This is an optimization exercise on Yosys and OpenROAD, whose aim is small area, a short achievable clock period and few clock cycles per item, not a production implementation.
The RTL was checked by simulation tests, not by an equivalence proof against the original design.

==> harbor: inputs <==
// sigma_clipped_mean_unit
module sigma_clipped_mean_unit (
    input  logic        i_clk,
    input  logic        i_rst_n,
    input  logic        s_axis_tvalid,
    output logic        s_axis_tready,
    input  logic [15:0] s_axis_tdata,    
    output logic        m_axis_tvalid,
    input  logic        m_axis_tready,
    output logic [31:0] m_axis_tdata     
);
    localparam int TAIL = RING_LEN - 1;
    logic [RING_LEN-1:0][15:0] r_x;
    logic [RING_LEN-1:0]       r_v;       
    logic [RING_LEN-1:0]       r_p;       
    logic                      r_ev1;     
    logic                      r_ev2;     
    logic                      r_ev3;     
    logic                      r_keep;    
    logic [15:0]               r_xt;      
    logic                      r_ready;   
    logic                      r_full;    
    logic [3:0]                r_fill;
    logic                      r_lpar;    
    logic signed [SUM_BITS-1:0] r_s;
    logic [QSUM_BITS-1:0]      r_qs, r_qc;
    logic                      r_epar;    
    logic [4:0]                r_ecnt;    
    logic                      r_s2;      
    logic                      r_sp;      
    logic signed [SUM_BITS-1:0] r_sthr;
    logic [DEV_BITS-1:0]       r_d;
    logic [DSQ_BITS-1:0]       r_e2s, r_e2c;    
    logic [DSQ_BITS-1:0]       r_ts, r_tc;   
    logic signed [SUM_BITS-1:0] r_ks;
    logic [4:0]                r_k;
    logic [4:0]                r_kcnt;
    logic                      r_busy, r_ovalid;
  ...
==> flow/config.mk <==
export PLATFORM = sky130hd
export DESIGN_NAME = sigma_clipped_mean_unit
export DESIGN_NICKNAME = sigma_clipped_mean_unit
export VERILOG_FILES = /design/flow/design.v
export SDC_FILE = /design/flow/constraint.sdc
export NUM_CORES = 4
export LEC_CHECK = 0
export ABC_CLOCK_PERIOD_IN_PS = 3000
export CAP_MARGIN = 20
export CORE_MARGIN = 2
export CORE_UTILIZATION = 65
export CTS_CLUSTER_DIAMETER = 80
export CTS_CLUSTER_SIZE = 24
export GPL_TIMING_DRIVEN = 1
export SLEW_MARGIN = 20
==> flow/constraint.sdc <==
create_clock -name core_clock -period 10.0 [get_ports {i_clk}]
set_input_delay 2.0000 -clock core_clock [delete_from_list [all_inputs] [get_ports {i_clk}]]
set_output_delay 2.0000 -clock core_clock [all_outputs]
set_load 0.01 [all_outputs]
standard.sh (not shown) runs the stock make flow with config.mk's settings and CLKGATE_MAP_FILE= SYNTH_SCRIPT=/design/flow/synth_recipe.tcl, a recipe that flattens the netlist after the stock synthesis.
==> flow/flow/run.sh <==
#!/bin/bash
set -euo pipefail
MARGIN=6.5
sed 's/yosys synth -nofsm -noshare /yosys synth -nofsm -noshare -noabc /' synth_recipe.tcl > synth_recipe_noabc.tcl
grep -q -- "-noabc" synth_recipe_noabc.tcl
EXTRA="SETUP_SLACK_MARGIN=${MARGIN} BUFFER_PORTS_ARGS=-buffer_cell\\\\ sky130_fd_sc_hd__buf_2"
sed -e "s|synth_recipe\.tcl|synth_recipe_noabc.tcl|" \
    -e "s|\"\${@:-finish}\"|${EXTRA} \"\${@:-finish}\"|" standard.sh > standard_tuned.sh
grep -q "SETUP_SLACK_MARGIN=${MARGIN}" standard_tuned.sh
grep -q "synth_recipe_noabc.tcl" standard_tuned.sh
bash standard_tuned.sh finish > flow_make.log 2>&1
==> inputs of raven, as changes to harbor <==
Settings changed: GPL_TIMING_DRIVEN 1 to not set.
==> results.tsv <==
metric	value	unit
synth_edf_count	133	
firstDrtPassIters	5	
cp_slowest_cell	fa_1	
cts.clk_slew.worst_paths	0.09	ns
antenna_left	0	
port_buffers	50	
inverters	162	
routed_via_density	5.50	
status	complete, no violations	
hold_viol	0	
p_switching	2390	uW
nFlopsAndLatches	746	
signal_buffers	66	
(the above is from harbor)
==> results.tsv <==
metric	value	unit
status	complete, no violations	
nFlopsAndLatches	746	
end_kind	flip-flop	
inverters	162	
signal_buffers	66	
cp.arrival	3.90	ns
cpMostUsedCell	fa_1	
p_switching	2390	uW
firstDrtPassIters	5	
port_buffers	50	
seq_area	16300	um^2
hold_viol	0	
period_minus_slack	3.45	ns
cts.clk_slew.worst_paths	0.09	ns
antenna_left	0	
synth_edf_count	133	
(the above is from raven)
Testbench counts of harbor, summed over its fixed seeds: cycles 3,528, items 192.
Testbench counts of raven, summed over its fixed seeds: cycles 3,528, items 192.

afterwards: timing with drivers on the ports:
The results above use ideal ports. As a check the final layouts listed here were re-extracted and re-timed, cells and wires unchanged. Step 1 sets driving cells, clkbuf_16 on the clock port and buf_2 on the other inputs (assumed; they add their load-dependent delay and slew). Step 2 times the ports against the registers' clock, not the clock port: input delays grow and output delays shrink by t, the midpoint of the rising clock arrivals with the driver on. a / b / c = ideal / step 1 / step 2; a / b = the first two.
| run | shift t [ns] | setup WS [ns] | latest minus earliest clock arrival (ns) |
|---|---|---|---|
| harbor | 0.641 | 6.555 / 6.555 / 6.204 | 0.038 / 0.038 |
| raven | 0.641 | 6.555 / 6.555 / 6.204 | 0.038 / 0.038 |
After both steps setup and hold are still met in every run listed.
